From an optimization exercise on the open Yosys and OpenROAD flow, aimed at small area and a short achievable clock period; shortcuts taken in it are not production practice.
Where RTL was checked, it was by simulation tests only, not by an equivalence proof against the original.
For run 2, only the layout was checked, not whether the RTL still works.

==> flow/design.v, too long to show whole: its modules and the start of the top module <==
// module mul_pipe: 2013 lines
// module mul_pipe_fa: 10 lines
// module mul_pipe_ha: 9 lines
module mul_pipe #(
    parameter int unsigned XLEN    = 32,
    parameter int unsigned LATENCY = 3,
    parameter int unsigned TAG_W   = 5
) (
    input  logic             clk,
    input  logic             rst_n,
    input  logic             in_valid,
    output logic             in_ready,
    input  logic [XLEN-1:0]  a,
    input  logic [XLEN-1:0]  b,
    input  logic [2:0]       mulop,
    input  logic [TAG_W-1:0] in_tag,
    input  logic             flush,
    output logic             out_valid,
    input  logic             out_ready,
    output logic [XLEN-1:0]  f,
    output logic [TAG_W-1:0] out_tag
);
  // ...
==> flow/flow/run.sh <==
#!/bin/bash
# The standard layout, with timing repair aimed further below the clock period and
# stronger port buffers; everything else as the standard flow does it.
set -euo pipefail
bash standard.sh SETUP_SLACK_MARGIN=6.2 "BUFFER_PORTS_ARGS=-buffer_cell sky130_fd_sc_hd__buf_4" finish > standard.log 2>&1
==> flow/standard.sh <==
#!/bin/bash
# synth_recipe.tcl (not shown) runs the flow's synth.tcl, then flattens the netlist and writes it again
# the make line also repeats each setting of config.mk as NAME=value (left out here)
make -C /OpenROAD-flow-scripts/flow DESIGN_CONFIG=/design/flow/config.mk WORK_HOME=/design/flow/orfs CLKGATE_MAP_FILE= SYNTH_SCRIPT=/design/flow/synth_recipe.tcl "${@:-finish}"
==> flow/config.mk <==
export PLATFORM = sky130hd
export DESIGN_NAME = mul_pipe
export DESIGN_NICKNAME = mul_pipe
export VERILOG_FILES = /design/flow/design.v
export SDC_FILE = /design/flow/constraint.sdc
export NUM_CORES = 4
export LEC_CHECK = 0
export ABC_AREA = 1
export CAP_MARGIN = 20
export CORE_MARGIN = 2
export CORE_UTILIZATION = 40
export SETUP_SLACK_MARGIN = 5
export SLEW_MARGIN = 20
export SYNTH_HIERARCHICAL = 1
==> flow/constraint.sdc <==
create_clock -name core_clock -period 11.0 [get_ports {clk}]
set_input_delay 2.2000 -clock core_clock [delete_from_list [all_inputs] [get_ports {clk}]]
set_output_delay 2.2000 -clock core_clock [all_outputs]
set_load 0.01 [all_outputs]
==> notes.md, run 1 <==
max-cap violation count 0; complex-gate fraction of the synthesized area 0.154; vias in the first global route 25137; ys async rst share 0; largest net degree at the start of global routing 81; Min-Delay Endpoint r2_tag[1]; port buffer count 115; clock sink count 207; Initial Utilization 0.402; Synth area leader fa_1; fin. max-slew vios 0; IO Pins 116; met1 WL 40100 µm; crit end category primary output; final net count 3653; gpl congestion 0.934; Cell Rows 100; most frequent cells in the layout xor2_1 (551), o22ai_1 (508), fa_1 (469); Unique masters post-synth 51; Via Count 24169; drt via density 6.03; Synth area leaders fa_1 (32%), edfxtp_1 (17%), xor2_1 (16%), o22ai_1 (11%), nand2_1 (3.7%); CTS tree done; status no timing/DRC/antenna violations; core area 74200 µm²; share of the synthesized area in the top cell type 0.323; nonclk inv count 220; fin crit period 4.77 ns; R2R Path Start r1_one[7]; Residual DRC 0; DR iter-0 viols 2757; sequential share of cell area 0.175; post-CTS resize count 47; initial antenna violation count 1; first-pass GRT wire length 157000 µm
==> run 2, diff against run 1 <==
--- a/flow/design.v
+++ b/flow/design.v
@@ -718,47 +718,51 @@
     mul_pipe_fa u_fa24 (.x(~pp0[33]), .y(~pp1[33]), .z(pp2[31]), .s(fs24), .c(fc24));
     wire fs25, fc25;
     mul_pipe_fa u_fa25 (.x(pp3[29]), .y(pp4[27]), .z(pp5[25]), .s(fs25), .c(fc25));
     wire fs26, fc26;
     mul_pipe_fa u_fa26 (.x(pp6[23]), .y(pp7[21]), .z(pp8[19]), .s(fs26), .c(fc26));
     wire fs27, fc27;
     mul_pipe_fa u_fa27 (.x(pp9[17]), .y(pp10[15]), .z(pp11[13]), .s(fs27), .c(fc27));
     wire fs28, fc28;
-    mul_pipe_fa u_fa28 (.x(1'b1), .y(pp2[32]), .z(pp3[30]), .s(fs28), .c(fc28));
+    assign fs28 = ~(pp2[32] ^ pp3[30]);
+    assign fc28 = pp2[32] | pp3[30];
     wire fs29, fc29;
     mul_pipe_fa u_fa29 (.x(pp4[28]), .y(pp5[26]), .z(pp6[24]), .s(fs29), .c(fc29));
     wire fs30, fc30;
     mul_pipe_fa u_fa30 (.x(pp7[22]), .y(pp8[20]), .z(pp9[18]), .s(fs30), .c(fc30));
     wire hs8, hc8;
     mul_pipe_ha u_ha8 (.x(pp10[16]), .y(pp11[14]), .s(hs8), .c(hc8));
     wire fs31, fc31;
     mul_pipe_fa u_fa31 (.x(~pp2[33]), .y(pp3[31]), .z(pp4[29]), .s(fs31), .c(fc31));
     wire fs32, fc32;
     mul_pipe_fa u_fa32 (.x(pp5[27]), .y(pp6[25]), .z(pp7[23]), .s(fs32), .c(fc32));
     wire fs33, fc33;
     mul_pipe_fa u_fa33 (.x(pp8[21]), .y(pp9[19]), .z(pp10[17]), .s(fs33), .c(fc33));
     wire fs34, fc34;
-    mul_pipe_fa u_fa34 (.x(1'b1), .y(pp3[32]), .z(pp4[30]), .s(fs34), .c(fc34));
+    assign fs34 = ~(pp3[32] ^ pp4[30]);
+    assign fc34 = pp3[32] | pp4[30];
     wire fs35, fc35;
     mul_pipe_fa u_fa35 (.x(pp5[28]), .y(pp6[26]), .z(pp7[24]), .s(fs35), .c(fc35));
     wire hs9, hc9;
     mul_pipe_ha u_ha9 (.x(pp8[22]), .y(pp9[20]), .s(hs9), .c(hc9));
     wire fs36, fc36;
     mul_pipe_fa u_fa36 (.x(~pp3[33]), .y(pp4[31]), .z(pp5[29]), .s(fs36), .c(fc36));
     wire fs37, fc37;
     mul_pipe_fa u_fa37 (.x(pp6[27]), .y(pp7[25]), .z(pp8[23]), .s(fs37), .c(fc37));
     wire fs38, fc38;
-    mul_pipe_fa u_fa38 (.x(1'b1), .y(pp4[32]), .z(pp5[30]), .s(fs38), .c(fc38));
+    assign fs38 = ~(pp4[32] ^ pp5[30]);
+    assign fc38 = pp4[32] | pp5[30];
     wire hs10, hc10;
     mul_pipe_ha u_ha10 (.x(pp6[28]), .y(pp7[26]), .s(hs10), .c(hc10));
     wire fs39, fc39;
     mul_pipe_fa u_fa39 (.x(~pp4[33]), .y(pp5[31]), .z(pp6[29]), .s(fs39), .c(fc39));
     wire hs11, hc11;
-    mul_pipe_ha u_ha11 (.x(1'b1), .y(pp5[32]), .s(hs11), .c(hc11));
+    assign hs11 = ~pp5[32];
+    assign hc11 = pp5[32];
     wire hs12, hc12;
     mul_pipe_ha u_ha12 (.x(bneg8), .y(pp0[16]), .s(hs12), .c(hc12));
     wire hs13, hc13;
     mul_pipe_ha u_ha13 (.x(pp0[17]), .y(pp1[15]), .s(hs13), .c(hc13));
     wire fs40, fc40;
     mul_pipe_fa u_fa40 (.x(bneg9), .y(pp0[18]), .z(pp1[16]), .s(fs40), .c(fc40));
     wire hs14, hc14;
     mul_pipe_ha u_ha14 (.x(pp2[14]), .y(pp3[12]), .s(hs14), .c(hc14));
@@ -950,47 +954,51 @@
     mul_pipe_fa u_fa128 (.x(~pp5[33]), .y(pp6[31]), .z(pp7[29]), .s(fs128), .c(fc128));
     wire fs129, fc129;
     mul_pipe_fa u_fa129 (.x(pp8[27]), .y(pp9[25]), .z(pp10[23]), .s(fs129), .c(fc129));
     wire fs130, fc130;
     mul_pipe_fa u_fa130 (.x(pp11[21]), .y(pp12[19]), .z(pp13[17]), .s(fs130), .c(fc130));
     wire fs131, fc131;
     mul_pipe_fa u_fa131 (.x(pp14[15]), .y(pp15[13]), .z((d16 & r1_a[11])), .s(fs131), .c(fc131));
     wire fs132, fc132;
-    mul_pipe_fa u_fa132 (.x(1'b1), .y(pp6[32]), .z(pp7[30]), .s(fs132), .c(fc132));
+    assign fs132 = ~(pp6[32] ^ pp7[30]);
+    assign fc132 = pp6[32] | pp7[30];
     wire fs133, fc133;
     mul_pipe_fa u_fa133 (.x(pp8[28]), .y(pp9[26]), .z(pp10[24]), .s(fs133), .c(fc133));
     wire fs134, fc134;
     mul_pipe_fa u_fa134 (.x(pp11[22]), .y(pp12[20]), .z(pp13[18]), .s(fs134), .c(fc134));
     wire hs20, hc20;
     mul_pipe_ha u_ha20 (.x(pp14[16]), .y(pp15[14]), .s(hs20), .c(hc20));
     wire fs135, fc135;
     mul_pipe_fa u_fa135 (.x(~pp6[33]), .y(pp7[31]), .z(pp8[29]), .s(fs135), .c(fc135));
     wire fs136, fc136;
     mul_pipe_fa u_fa136 (.x(pp9[27]), .y(pp10[25]), .z(pp11[23]), .s(fs136), .c(fc136));
     wire fs137, fc137;
     mul_pipe_fa u_fa137 (.x(pp12[21]), .y(pp13[19]), .z(pp14[17]), .s(fs137), .c(fc137));
     wire fs138, fc138;
-    mul_pipe_fa u_fa138 (.x(1'b1), .y(pp7[32]), .z(pp8[30]), .s(fs138), .c(fc138));
+    assign fs138 = ~(pp7[32] ^ pp8[30]);
+    assign fc138 = pp7[32] | pp8[30];
     wire fs139, fc139;
     mul_pipe_fa u_fa139 (.x(pp9[28]), .y(pp10[26]), .z(pp11[24]), .s(fs139), .c(fc139));
     wire hs21, hc21;
     mul_pipe_ha u_ha21 (.x(pp12[22]), .y(pp13[20]), .s(hs21), .c(hc21));
     wire fs140, fc140;
     mul_pipe_fa u_fa140 (.x(~pp7[33]), .y(pp8[31]), .z(pp9[29]), .s(fs140), .c(fc140));
     wire fs141, fc141;
     mul_pipe_fa u_fa141 (.x(pp10[27]), .y(pp11[25]), .z(pp12[23]), .s(fs141), .c(fc141));
     wire fs142, fc142;
-    mul_pipe_fa u_fa142 (.x(1'b1), .y(pp8[32]), .z(pp9[30]), .s(fs142), .c(fc142));
+    assign fs142 = ~(pp8[32] ^ pp9[30]);
+    assign fc142 = pp8[32] | pp9[30];
     wire hs22, hc22;
     mul_pipe_ha u_ha22 (.x(pp10[28]), .y(pp11[26]), .s(hs22), .c(hc22));
     wire fs143, fc143;
     mul_pipe_fa u_fa143 (.x(~pp8[33]), .y(pp9[31]), .z(pp10[29]), .s(fs143), .c(fc143));
     wire hs23, hc23;
-    mul_pipe_ha u_ha23 (.x(1'b1), .y(pp9[32]), .s(hs23), .c(hc23));
+    assign hs23 = ~pp9[32];
+    assign hc23 = pp9[32];
     wire hs24, hc24;
     mul_pipe_ha u_ha24 (.x(bneg5), .y(pp0[10]), .s(hs24), .c(hc24));
     wire hs25, hc25;
     mul_pipe_ha u_ha25 (.x(pp0[11]), .y(pp1[9]), .s(hs25), .c(hc25));
     wire fs144, fc144;
     mul_pipe_fa u_fa144 (.x(bneg6), .y(pp0[12]), .z(pp1[10]), .s(fs144), .c(fc144));
     wire hs26, hc26;
     mul_pipe_ha u_ha26 (.x(pp2[8]), .y(pp3[6]), .s(hs26), .c(hc26));
@@ -1222,33 +1230,36 @@
     mul_pipe_fa u_fa254 (.x((d16 & r1_a[18])), .y(hs23), .z(fc143), .s(fs254), .c(fc254));
     wire fs255, fc255;
     mul_pipe_fa u_fa255 (.x(~pp9[33]), .y(pp10[31]), .z(pp11[29]), .s(fs255), .c(fc255));
     wire fs256, fc256;
     mul_pipe_fa u_fa256 (.x(pp12[27]), .y(pp13[25]), .z(pp14[23]), .s(fs256), .c(fc256));
     wire fs257, fc257;
     mul_pipe_fa u_fa257 (.x(pp15[21]), .y((d16 & r1_a[19])), .z(hc23), .s(fs257), .c(fc257));
     wire fs258, fc258;
-    mul_pipe_fa u_fa258 (.x(1'b1), .y(pp10[32]), .z(pp11[30]), .s(fs258), .c(fc258));
+    assign fs258 = ~(pp10[32] ^ pp11[30]);
+    assign fc258 = pp10[32] | pp11[30];
     wire fs259, fc259;
     mul_pipe_fa u_fa259 (.x(pp12[28]), .y(pp13[26]), .z(pp14[24]), .s(fs259), .c(fc259));
     wire hs30, hc30;
     mul_pipe_ha u_ha30 (.x(pp15[22]), .y((d16 & r1_a[20])), .s(hs30), .c(hc30));
     wire fs260, fc260;
     mul_pipe_fa u_fa260 (.x(~pp10[33]), .y(pp11[31]), .z(pp12[29]), .s(fs260), .c(fc260));
     wire fs261, fc261;
     mul_pipe_fa u_fa261 (.x(pp13[27]), .y(pp14[25]), .z(pp15[23]), .s(fs261), .c(fc261));
     wire fs262, fc262;
-    mul_pipe_fa u_fa262 (.x(1'b1), .y(pp11[32]), .z(pp12[30]), .s(fs262), .c(fc262));
+    assign fs262 = ~(pp11[32] ^ pp12[30]);
+    assign fc262 = pp11[32] | pp12[30];
     wire hs31, hc31;
     mul_pipe_ha u_ha31 (.x(pp13[28]), .y(pp14[26]), .s(hs31), .c(hc31));
     wire fs263, fc263;
     mul_pipe_fa u_fa263 (.x(~pp11[33]), .y(pp12[31]), .z(pp13[29]), .s(fs263), .c(fc263));
     wire hs32, hc32;
-    mul_pipe_ha u_ha32 (.x(1'b1), .y(pp12[32]), .s(hs32), .c(hc32));
+    assign hs32 = ~pp12[32];
+    assign hc32 = pp12[32];
     wire hs33, hc33;
     mul_pipe_ha u_ha33 (.x(bneg3), .y(pp0[6]), .s(hs33), .c(hc33));
     wire hs34, hc34;
     mul_pipe_ha u_ha34 (.x(pp0[7]), .y(pp1[5]), .s(hs34), .c(hc34));
     wire fs264, fc264;
     mul_pipe_fa u_fa264 (.x(bneg4), .y(pp0[8]), .z(pp1[6]), .s(fs264), .c(fc264));
     wire hs35, hc35;
     mul_pipe_ha u_ha35 (.x(pp2[4]), .y(pp3[2]), .s(hs35), .c(hc35));
@@ -1444,23 +1455,25 @@
     mul_pipe_fa u_fa358 (.x(pp13[30]), .y(pp14[28]), .z(pp15[26]), .s(fs358), .c(fc358));
     wire fs359, fc359;
     mul_pipe_fa u_fa359 (.x((d16 & r1_a[24])), .y(hs32), .z(fc263), .s(fs359), .c(fc359));
     wire fs360, fc360;
     mul_pipe_fa u_fa360 (.x(~pp12[33]), .y(pp13[31]), .z(pp14[29]), .s(fs360), .c(fc360));
     wire fs361, fc361;
     mul_pipe_fa u_fa361 (.x(pp15[27]), .y((d16 & r1_a[25])), .z(hc32), .s(fs361), .c(fc361));
     wire fs362, fc362;
-    mul_pipe_fa u_fa362 (.x(1'b1), .y(pp13[32]), .z(pp14[30]), .s(fs362), .c(fc362));
+    assign fs362 = ~(pp13[32] ^ pp14[30]);
+    assign fc362 = pp13[32] | pp14[30];
     wire hs37, hc37;
     mul_pipe_ha u_ha37 (.x(pp15[28]), .y((d16 & r1_a[26])), .s(hs37), .c(hc37));
     wire fs363, fc363;
     mul_pipe_fa u_fa363 (.x(~pp13[33]), .y(pp14[31]), .z(pp15[29]), .s(fs363), .c(fc363));
     wire hs38, hc38;
-    mul_pipe_ha u_ha38 (.x(1'b1), .y(pp14[32]), .s(hs38), .c(hc38));
+    assign hs38 = ~pp14[32];
+    assign hc38 = pp14[32];
     wire hs39, hc39;
     mul_pipe_ha u_ha39 (.x(bneg2), .y(pp0[4]), .s(hs39), .c(hc39));
     wire hs40, hc40;
     mul_pipe_ha u_ha40 (.x(pp0[5]), .y(pp1[3]), .s(hs40), .c(hc40));
     wire fs364, fc364;
     mul_pipe_fa u_fa364 (.x(pp1[4]), .y(pp2[2]), .z(pp3[0]), .s(fs364), .c(fc364));
     wire fs365, fc365;
     mul_pipe_fa u_fa365 (.x(pp2[3]), .y(pp3[1]), .z(hc33), .s(fs365), .c(fc365));
@@ -1568,17 +1581,18 @@
     mul_pipe_fa u_fa416 (.x(hs37), .y(fc360), .z(fs362), .s(fs416), .c(fc416));
     wire fs417, fc417;
     mul_pipe_fa u_fa417 (.x((d16 & r1_a[27])), .y(hc37), .z(fc362), .s(fs417), .c(fc417));
     wire fs418, fc418;
     mul_pipe_fa u_fa418 (.x(pp15[30]), .y((d16 & r1_a[28])), .z(hs38), .s(fs418), .c(fc418));
     wire fs419, fc419;
     mul_pipe_fa u_fa419 (.x(~pp14[33]), .y(pp15[31]), .z((d16 & r1_a[29])), .s(fs419), .c(fc419));
     wire hs41, hc41;
-    mul_pipe_ha u_ha41 (.x(1'b1), .y(pp15[32]), .s(hs41), .c(hc41));
+    assign hs41 = ~pp15[32];
+    assign hc41 = pp15[32];
     wire hs42, hc42;
     mul_pipe_ha u_ha42 (.x(bneg1), .y(pp0[2]), .s(hs42), .c(hc42));
     wire hs43, hc43;
     mul_pipe_ha u_ha43 (.x(pp0[3]), .y(pp1[1]), .s(hs43), .c(hc43));
     wire fs420, fc420;
     mul_pipe_fa u_fa420 (.x(pp1[2]), .y(pp2[0]), .z(hs39), .s(fs420), .c(fc420));
     wire fs421, fc421;
     mul_pipe_fa u_fa421 (.x(pp2[1]), .y(hc39), .z(hs40), .s(fs421), .c(fc421));
==> flow/flow/run.sh (replaced) <==
#!/bin/bash
# The standard layout, with timing repair aimed further below the clock period and
# the smallest port buffers (repair sizes up the ones on critical paths).
set -euo pipefail
bash standard.sh SETUP_SLACK_MARGIN=6.4 "BUFFER_PORTS_ARGS=-buffer_cell sky130_fd_sc_hd__buf_1" finish > standard.log 2>&1
--- a/flow/config.mk
+++ b/flow/config.mk
@@ -4,11 +4,12 @@
 export VERILOG_FILES = /design/flow/design.v
 export SDC_FILE = /design/flow/constraint.sdc
 export NUM_CORES = 4
 export LEC_CHECK = 0
 export ABC_AREA = 1
 export CAP_MARGIN = 20
 export CORE_MARGIN = 2
 export CORE_UTILIZATION = 40
+export CTS_BUF_LIST = sky130_fd_sc_hd__clkbuf_8
 export SETUP_SLACK_MARGIN = 5
 export SLEW_MARGIN = 20
 export SYNTH_HIERARCHICAL = 1
==> run 2 against run 1 <==
Still clean on timing, DRC and antenna. Die area decreased by 0.33%. Routed wire length grew 5.2%. Setup slack improved by 0.020 ns. Non-clock buffer count increased by 22. Sequential share of layout area shrank 0.21 points. Clock skew is 0.041 ns higher. Critical endpoint unchanged.
==> notes.md, run 2 <==
worst-path maximum fanout 2; initial antenna violation count 3 (+2); Final Skew 0.0622 ns; final net count 3716 (+1.7%); Syn Area/Cell 9.73 µm²; ys flop type edfxtp_1; Cell Rows 99 (-1.0%); ANT nets after route 0; clock sink count 207 (unchanged); H-tree levels 2; EDFF count, synth 167; worst path arrival time 2.55 ns; Synth area leaders fa_1 (32%), edfxtp_1 (17%), xor2_1 (17%), o22ai_1 (11%), nand2_1 (3.8%); Slew headroom 0.338; CP startpoint kind input pin; Pre-Repair DR Iteration Count 6; largest net degree at the start of global routing 100 (+23%); die width 277 µm; # setup viols final 0; gpl congestion 0.905 (-3.1%); WL/cell 27.2 µm; most frequent cells in the layout xor2_1 (559), o22ai_1 (500), fa_1 (431); Worst-Margin Slew 0.993 ns; hold crit path type flip-flop to flip-flop; core area 73300 µm² (-1.2%); clk latency of the worst-skew pair 0.68 ns; routed wire length 111000 µm; Mapped Cells 3057; FF+latch area 5820 µm²; Multi-input gate area 22200 µm²; RSZ-0062 raised after global routing yes; Synth top cells by count xor2_1 (562), o22ai_1 (515), fa_1 (473); Inst Count DP 3935; Clk Tree Root Cell clkbuf_8; synthesis-stage register bit count 207; Clock Path Buffers 3; die area 76500 µm²; first-pass GRT wire length 158000 µm (+0.40%); Post-Synthesis Cell Area 29700 µm²; clock slew at reported path FFs 0.06 ns; fin crit period 4.75 ns (-0.0202 ns); Worst Path Required 8.80 ns; ys async rst share 0 (unchanged); Achievable Freq 211 MHz; post-DP HPWL 69200 µm; most frequent cell after synthesis xor2_1; port buffer count 115 (unchanged); share of the synthesized area in the top cell type 0.318 (-0.00497); sequential area share after synthesis 0.196; IO Pins 116 (unchanged); share of cells above drive strength 1 0.110; Synth warnings 7; critical path class input pin to primary output; Synth area leader fa_1; fin crit share 0.432; crit end category primary output; TNS Setup 0 ns; gr usage total 0.270; synthesis-to-layout area growth 13.4%; DR iter-0 viols 3287 (+19%); max-cap violation count 0 (unchanged); fin. max-slew vios 0 (unchanged); Hold Vio Cnt, Final 0; drt via density 6.07 (+0.76%); layout filler cell count 6973; Initial Utilization 0.406 (+0.00338); Via Count 24765 (+2.5%); GR Overflow Total 0; CTS tree done; final cell count without fillers 4079; commonest non-fill, non-tap cell in the layout xor2_1; Residual DRC 0 (unchanged); die height 277 µm; Unique masters post-synth 46 (-9.8%); vias in the first global route 25381 (+0.97%); TritonCTS buffer count 41; status no timing/DRC/antenna violations
## run 2: through the flow
stage / area, µm² / hold slack [ns] / setup slack [ns] / utilization
final: 33700 / 0.414 / 6.25 / 0.460
after global routing: 33700 / 0.421 / 6.23 / 0.460
after CTS: 32500 / 0.421 / 6.22 / 0.443
after detailed placement: 31000 / 0.408 / 5.56 / 0.422
after global placement: 31000 / 0.405 / 5.70 / 0.422
after floorplan: 29700 / 0.400 / 5.78 / -
## run 2: repair_timing
item                                    CTS  global route
pin swaps                                 7            51
buffers inserted                         26            20
gates cloned                              2            20
endpoints found under the setup margin   65            46
gates resized for setup                 115           190
hold buffers                              0             0
## run 2: cells by family after synthesis
group / share of synthesized area
compound gates: 0.153
flops: 0.196
fa+ha+maj: 0.352
simple gates: 0.0585
xor+xnor: 0.172
buf+inv: 0.0695
## run 2: worst max-delay path, cell delays in order
cell,delay (ns)
buf_6,0.09
nor2_4,0.08
nor2_2,0.04
buf_2,0.13
## run 2: cell type report
class                   count  area share
diodes                      1   0.0000742
clock buffers              42      0.0171
clock inverters            33     0.00709
inverters                 260      0.0309
multi-input cells        2305       0.657
flip-flops and latches    207       0.172
well taps                 959      0.0356
repair buffers            272      0.0793
## run 2: Yosys stat by module (local to each module, per instance)
module	flip-flops and latches	times used
mul_pipe_ha	0	39
mul_pipe	207	1
mul_pipe_fa	0	471
## run 2: per-layer routing
layer	track usage	share of wire	vias to the layer above
li1	-	-	10404
met1	0.334	0.37	12131
met2	0.416	0.44	1776
met3	0.106	0.14	450
met4	0.127	0.054	4
met5	0	0.00082	-
## run 2: final timing paths
path              from   endpoint  slack (ns)  cells after the start
max          out_ready   in_ready        6.25                      4
min          r1_tag[2]  r2_tag[2]        0.41                      0
max reg2reg  r1_one[2]    r2_y[4]        6.39                     14
min reg2reg  r1_tag[2]  r2_tag[2]        0.41                      0

-- re-timing with driven ports --
How much do the figures lean on ideal ports? The routed layouts below were timed once more, with nothing changed but the port constraints.
Step 1 (the two cells are an assumption about what drives the block):
set clk [get_ports {clk}]
set_driving_cell -lib_cell sky130_fd_sc_hd__clkbuf_16 $clk
set_driving_cell -lib_cell sky130_fd_sc_hd__buf_2 [delete_from_list [all_inputs] $clk]
Step 2 adds t to the input delays and takes it off the output delays; t is the mean of the earliest and latest rising clock arrival at the registers after step 1. Input paths then give back, and output paths get back, about the clock's delay inside the block.
Slacks: no drivers / after step 1 / after step 2; pairs: no drivers / after step 1.
run	shift t [ns]	setup slack, ns	hold slack, ns
run 1	0.675	6.231 / 6.195 / 6.195	0.429 / 0.429 / 0.429
run 2	0.708	6.251 / 6.217 / 6.217	0.414 / 0.414 / 0.414
After both steps every run listed still meets setup and hold. The setup slack of run 1, which loses most, moves by -0.036 ns with the drivers and by -0.036 ns with both steps.
